This design comes from an exercise in tuning for small area and a short achievable clock period on the open sky130 flow, not from production work. Only simulation tests tie the RTL to the original design; equivalence was not proved. Power and IR drop assume default switching activity.

`design/flow/run.sh`:
```
#!/bin/bash
# synth_recipe.tcl (not shown) runs the flow's synth.tcl, then flattens the netlist and writes it again
# the make line also repeats each setting of config.mk as NAME=value (left out here)
make -C /OpenROAD-flow-scripts/flow DESIGN_CONFIG=/design/flow/config.mk WORK_HOME=/design/flow/orfs CLKGATE_MAP_FILE= SYNTH_SCRIPT=/design/flow/synth_recipe.tcl finish
```
`design/flow/design.v`:
```
package regfile_pkg;
    localparam int unsigned XLEN_DEF  = 32;
    localparam int unsigned NREG_DEF  = 32;
    localparam int unsigned MAX_PORTS = 32;
    typedef logic [4:0] regaddr_t;
    localparam regaddr_t ZERO_REG = 5'd0;
endpackage
import regfile_pkg::*;
module regfile_scoreboard #(
    parameter int unsigned NREG = regfile_pkg::NREG_DEF,
    parameter int unsigned NWR  = 2,
    parameter int unsigned AW   = $clog2(NREG)
) (
    input  logic                    clk,
    input  logic                    rst_n,
    input  logic [NWR-1:0]          wr_en,
    input  logic [NWR-1:0][AW-1:0]  wr_addr,
    input  logic                    rsv_en,
    input  logic [AW-1:0]           rsv_addr,
    input  logic                    flush,
    output logic [NREG-1:0]         busy,
    output logic [AW:0]             busy_cnt
);
    logic [NREG-1:0] busy_q, busy_d;
    logic [AW:0]     cnt_q, cnt_d;
    logic            clr;
    always_comb begin
        busy_d = busy_q;
        cnt_d  = '0;
        clr    = 1'b0;
        for (int a = 1; a < NREG; a++) begin
            clr = 1'b0;
            for (int k = 0; k < NWR; k++) begin
                clr = clr | (wr_en[k] && (wr_addr[k] == AW'(a)));
            end
            if (flush) begin
                busy_d[a] = 1'b0;
            end else if (rsv_en && (rsv_addr == AW'(a))) begin
                busy_d[a] = 1'b1;
            end else if (clr) begin
                busy_d[a] = 1'b0;
            end
        end
        busy_d[0] = 1'b0;
        for (int a = 0; a < NREG; a++) begin
            cnt_d = cnt_d + (AW+1)'(busy_d[a]);
        end
    end
    always_ff @(posedge clk or negedge rst_n) begin
        if (!rst_n) begin
            busy_q <= '0;
            cnt_q  <= '0;
        end else begin
            busy_q <= busy_d;
            cnt_q  <= cnt_d;
        end
    end
    assign busy     = busy_q;
    assign busy_cnt = cnt_q;
endmodule
import regfile_pkg::*;
module regfile_aoi222 (
    input  logic a1, a2, b1, b2, c1, c2,
    output logic y
);
    assign y = ~((a1 & a2) | (b1 & b2) | (c1 & c2));
endmodule
module regfile_inv (
    input  logic a,
    output logic y
);
    assign y = ~a;
endmodule
module regfile_nand #(
    parameter int unsigned N = 4
) (
    input  logic [N-1:0] a,
    output logic         y
);
    assign y = ~(&a);
endmodule
module regfile_or #(
    parameter int unsigned N = 4
) (
    input  logic [N-1:0] a,
    output logic         y
);
    assign y = |a;
endmodule
module regfile_onehot_or #(
    parameter int unsigned N = 33
) (
    input  logic [N-1:0] sel,
    input  logic [N-1:0] dat,
    output logic         y
);
    localparam int unsigned NG = (N + 2) / 3;         
    localparam int unsigned NN = (NG + 3) / 4;        
    logic [3*NG-1:0] s, d;
    logic [NG-1:0]   g;
    logic [NN-1:0]   n;
    assign s = (3*NG)'(sel);
    assign d = (3*NG)'(dat);
    for (genvar i = 0; i < NG; i++) begin : g_aoi
        regfile_aoi222 u_aoi (
            .a1(s[3*i]), .a2(d[3*i]), .b1(s[3*i+1]), .b2(d[3*i+1]),
            .c1(s[3*i+2]), .c2(d[3*i+2]), .y(g[i])
        );
    end
    for (genvar j = 0; j < NN; j++) begin : g_nand
        localparam int unsigned W = (4*j + 4 <= NG) ? 4 : NG - 4*j;
        regfile_nand #(.N(W)) u_nand (.a(g[4*j +: W]), .y(n[j]));
    end
    regfile_or #(.N(NN)) u_or (.a(n), .y(y));
endmodule
module regfile_mp #(
    parameter int unsigned XLEN   = regfile_pkg::XLEN_DEF,
    parameter int unsigned NREG   = regfile_pkg::NREG_DEF,
    parameter int unsigned NRD    = 2,
    parameter int unsigned NWR    = 2,
    parameter bit          BYPASS = 1'b1,
    parameter int unsigned AW     = $clog2(NREG)
) (
    input  logic                     clk,
    input  logic                     rst_n,
    input  logic [NRD-1:0][AW-1:0]   rd_addr,
    output logic [NRD-1:0][XLEN-1:0] rd_data,
    output logic [NRD-1:0]           rd_busy,
    input  logic [NWR-1:0]           wr_en,
    input  logic [NWR-1:0][AW-1:0]   wr_addr,
    input  logic [NWR-1:0][XLEN-1:0] wr_data,
    input  logic                     rsv_en,
    input  logic [AW-1:0]            rsv_addr,
    input  logic                     flush,
    output logic [AW:0]              busy_cnt
);
    localparam int unsigned NT = NREG - 1 + NWR;    
    logic [XLEN-1:0] mem_q [NREG];
    logic [XLEN-1:0] mem_d [NREG];
    logic [NREG-1:0] vld_q;
    logic [NREG-1:0] busy;
    logic [NWR-1:0][NREG-1:0] wsel;
    logic [NREG-1:0]          hold;
    always_comb begin
        for (int a = 0; a < NREG; a++) begin
            logic taken;
            taken = 1'b0;
            for (int k = NWR - 1; k >= 0; k--) begin
                wsel[k][a] = (a != 0) && wr_en[k] && (wr_addr[k] == AW'(a)) && !taken;
                taken      = taken | wsel[k][a];
            end
            hold[a] = !taken;
        end
    end
    for (genvar a = 1; a < NREG; a++) begin : g_row
        for (genvar b = 0; b < XLEN; b++) begin : g_bit
            logic [NWR:0] s, v;
            logic         dn;
            assign s[NWR] = hold[a];
            assign v[NWR] = mem_q[a][b];
            for (genvar k = 0; k < NWR; k++) begin : g_wp
                assign s[k] = wsel[k][a];
                assign v[k] = wr_data[k][b];
            end
            if (NWR == 2) begin : g_aoi
                regfile_aoi222 u_aoi (
                    .a1(s[0]), .a2(v[0]), .b1(s[1]), .b2(v[1]), .c1(s[2]), .c2(v[2]), .y(dn)
                );
                regfile_inv u_inv (.a(dn), .y(mem_d[a][b]));
            end else begin : g_gen
                regfile_onehot_or #(.N(NWR + 1)) u_or (.sel(s), .dat(v), .y(mem_d[a][b]));
            end
        end
    end
    always_ff @(posedge clk) begin
        for (int a = 1; a < NREG; a++) begin
            mem_q[a] <= mem_d[a];
        end
    end
    always_ff @(posedge clk or negedge rst_n) begin
        if (!rst_n) begin
            vld_q <= '0;
        end else begin
            for (int a = 1; a < NREG; a++) begin
                if (!hold[a]) begin
                    vld_q[a] <= 1'b1;
                end
            end
        end
    end
    for (genvar p = 0; p < NRD; p++) begin : g_rd
        logic [NWR-1:0]  hit, bsel;
        logic            any_hit;
        logic [NT-1:0]   sel;
        logic            rbusy;
        always_comb begin
            logic taken;
            for (int k = 0; k < NWR; k++) begin
                hit[k] = BYPASS && (rd_addr[p] != '0) && wr_en[k] && (wr_addr[k] == rd_addr[p]);
            end
            taken = 1'b0;
            for (int k = NWR - 1; k >= 0; k--) begin
                bsel[k] = hit[k] && !taken;
                taken   = taken | hit[k];
            end
            any_hit = taken;
            rbusy   = 1'b0;
            for (int a = 1; a < NREG; a++) begin
                sel[a-1] = (rd_addr[p] == AW'(a)) && vld_q[a] && !any_hit;
                rbusy    = rbusy | ((rd_addr[p] == AW'(a)) && busy[a]);
            end
            for (int k = 0; k < NWR; k++) begin
                sel[NREG-1+k] = bsel[k];
            end
        end
        assign rd_busy[p] = rbusy && !any_hit;
        for (genvar b = 0; b < XLEN; b++) begin : g_bit
            logic [NT-1:0] dat;
            for (genvar a = 1; a < NREG; a++) begin : g_r
                assign dat[a-1] = mem_q[a][b];
            end
            for (genvar k = 0; k < NWR; k++) begin : g_w
                assign dat[NREG-1+k] = wr_data[k][b];
            end
            regfile_onehot_or #(.N(NT)) u_or (.sel(sel), .dat(dat), .y(rd_data[p][b]));
        end
    end
    regfile_scoreboard #(
        .NREG (NREG),
        .NWR  (NWR),
        .AW   (AW)
    ) u_scoreboard (
        .clk      (clk),
        .rst_n    (rst_n),
        .wr_en    (wr_en),
        .wr_addr  (wr_addr),
        .rsv_en   (rsv_en),
        .rsv_addr (rsv_addr),
        .flush    (flush),
        .busy     (busy),
        .busy_cnt (busy_cnt)
    );
endmodule
```
`design/flow/config.mk`:
```
export PLATFORM = sky130hd
export DESIGN_NAME = regfile_mp
export DESIGN_NICKNAME = regfile_mp
export VERILOG_FILES = /design/flow/design.v
export SDC_FILE = /design/flow/constraint.sdc
export NUM_CORES = 4
export LEC_CHECK = 0
export CAP_MARGIN = 35
export CELL_PAD_IN_SITES_DETAIL_PLACEMENT = 1
export CELL_PAD_IN_SITES_GLOBAL_PLACEMENT = 2
export CORE_MARGIN = 2
export CORE_UTILIZATION = 30
export GPL_ROUTABILITY_DRIVEN = 1
export PLACE_DENSITY = 0.4
export SETUP_SLACK_MARGIN = 0.3
export SLEW_MARGIN = 35
export SYNTH_HIERARCHICAL = 1
```
`design/flow/constraint.sdc`:
```
create_clock -name core_clock -period 8.5 [get_ports {clk}]
set_input_delay 1.7000 -clock core_clock [delete_from_list [all_inputs] [get_ports {clk}]]
set_output_delay 1.7000 -clock core_clock [all_outputs]
set_load 0.01 [all_outputs]
```
==> flow_summary.toml <==
[placement]
dp_hpwl_mm = 186
numPortBuffers = 166
globalplace.congestion = 0.865
post-place-ws_ns = 0.404
dp_cells = 7245

[sta]
grt_setup_unrepaired = "false"
worstMarginPinSlew_ns = 0.898
fin_setup_tns_ns = 0
period_needed_ns = 8.17
timing.hold.ws_ns = 0.493
finalClockSkew_ns = 0.0117
setup_viol = 0
fin_ws_ns = 0.335
drv_slew = 0
finalCritPeriodShare = 0.961
max_slew_margin = 0.401
clock.fmax_mhz = 122
hold_viol_final = 0

[drt]
wl_mm = 318
wl_met1_mm = 123
routedWlPerCell_um = 42.4
drc = 0
wl_met2_mm = 142
ant_nets = 0
vias = 55300
dr_wl_met3_mm = 35.4
first_iter_violations = 14400
routed_via_density = 7.38
dr.pass1.iters = 15
topRoutingLayerUsed = "met4"

[floorplanning]
initial_core_util = 0.302
die_area_sq_mm = 0.164
die_h_um = 405
io_pins = 167
coreArea_sq_mm = 0.160
rows = 147
die_w_um = 405

[power_and_ir_drop]
ir_drop_uv = 209
powerDensity_mw_per_mm2 = 267
total_leakage_power_nw = 26.6

[final_layout]
fillers = 17700
multiInputGateArea_sq_mm = 0.0234
drive_gt1_frac = 0.126
syn_to_final_growth_pct = 24.6
seq_area_sq_mm = 0.0216
instances_no_fill = 7496
post-route-util = 0.376
fin_nets = 5350

[grt]
grt_pass1_wl_mm = 430
gr-total-overflow = 0
first_global_vias = 53300
grt_max_degree = 58
grt_usage = 0.369
antenna_found_initial = 5

[clock_network]
cts_tree = "yes"
clock-sinks = 1060
cts_buffers = 137
worstSkewPairLatency_ns = 0.76
root_buffer = "clkbuf_16"
clock_path_buffers = 3
htreeDepth = 4
cts.clk_slew.worst_paths_ns = 0.06

[critical_path]
cp_data_required_time_ns = 6.80
cp_max_fo = 19
worstPathArrival_ns = 6.47
cp-end-kind = "primary output"
crit_path_start_kind = "primary input"
worstSetupPathType = "in2out"

[outcome]
status = "timing/DRC/antenna clean"

[yosys]
synth_nets = 4827
ys_warn_count = 11
syn_inst = 4702
synth.avg_cell_area_sq_um = 10.3
syn_area_sq_mm = 0.0483

[run]
drv_cap = 0

[min_path]
min_path_type = "reg2reg"
-- path summary, 6_finish.rpt --
path | startpoint | to | slack (ns) | cells after the start
worst max-delay path | rd_addr[9] | rd_data[58] | 0.33 | 12
worst min-delay path | vld_q[31] | vld_q[31] | 0.49 | 1
worst max register to register | u_scoreboard.busy_q[12] | u_scoreboard.cnt_q[4] | 3.20 | 19
worst min register to register | vld_q[31] | vld_q[31] | 0.49 | 1
max in group asynchronous | rst_n | vld_q[1] | 6.76 | 2
min in group asynchronous | rst_n | u_scoreboard.busy_q[14] | 0.78 | 1
-- per-stage QoR --
step | area [sq um] | total power, W
after global placement | 55600 | 0.00993
after floorplan | 48300 | 0.00861
final | 60200 | 0.0161
after detailed placement | 55600 | 0.0100
after CTS | 60200 | 0.0161
after global routing | 60200 | 0.0167
-- power by group --
part,internal [W],total (W),switching (W),leakage [nW]
sequential,0.00621,0.00724,0.00102,9.13
combinational,0.00129,0.00281,0.00152,15.2
clock,0.00357,0.00601,0.00244,2.26
-- routing by layer --
metal,up-vias,global-route usage
li1,22000,-
met1,28600,0.471
met2,3954,0.579
met3,774,0.0830
met4,0,0.196
met5,-,0
-- area by class of cell --
cell class	instances	share of cell area
multi-input cells	2554	0.388
flip-flops and latches	1060	0.358
clock buffers	223	0.0720
repair buffers	434	0.0674
inverters	1038	0.0647
well taps	2160	0.0449
clock inverters	25	0.00416
diodes	2	0.0000832
-- registers in the layout, indices dropped and copies added (netlist names) --
name	flops
u_scoreboard.cnt_q	6
mem_q	992
u_scoreboard.busy_q	31
vld_q	31
-- layout by cell type (no fill, tap or decap), types with 10 or more instances in the layout --
cell	instances
buf_4	231
nand3b_1	10
nand4_1	136
buf_12	36
clkbuf_8	37
clkbuf_16	147
clkbuf_1	39
a222oi_1	1696
o22ai_1	17
nor2_4	55
xnor2_1	16
clkdlybuf4s50_1	146
o32a_1	11
mux2i_1	11
nor3_1	15
nor2_1	63
dfrtp_1	68
and3_4	10
nand3_1	82
nand2_1	38
buf_2	18
inv_1	1038
clkinv_2	15
o32ai_1	36
fa_1	23
or3_1	97
dfxtp_1	992
and3_2	38
nand2b_1	31
nor3_2	31
nor2b_1	16
-- worst max-delay path, stage by stage --
cell and delay (ns):
clkdlybuf4s50_1 0.43, nor3_1 0.53, and2_4 0.29, nor4_4 0.05
buf_4 0.17, nor3_1 0.62, and3_2 0.86, buf_4 0.42
a222oi_1 0.13, nand4_1 0.21, or3_1 0.37, clkdlybuf4s50_1 0.62
-- what timing repair did --
action,CTS,global route
setup endpoints to repair,0,3
gates resized for setup,0,2
setup buffers,0,1
hold buffers,0,0

-- what the ideal ports hide --
In the flow no input, the clock included, has a driving cell. The finished layout below was timed again as built, in two steps.
Step 1: set_driving_cell puts a clkbuf_16 on clk and a buf_2 on each other input, an assumption about the parent block.
Step 2 moves the port delays by t, midway between the first and last clock arrival at a register: inputs arrive t later, outputs are due t later. That takes back most of the time a late clock gives input paths.
Slacks: ideal / step 1 / step 2; pairs: ideal / step 1.
t, ns: 0.851
slack for setup (ns): 0.335 / 0.314 / 0.314
cell pins on the clock port's net: 1
After both steps this run still meets setup and hold. For this run, drivers alone change the setup slack by -0.021 ns; drivers and shift together by -0.021 ns.
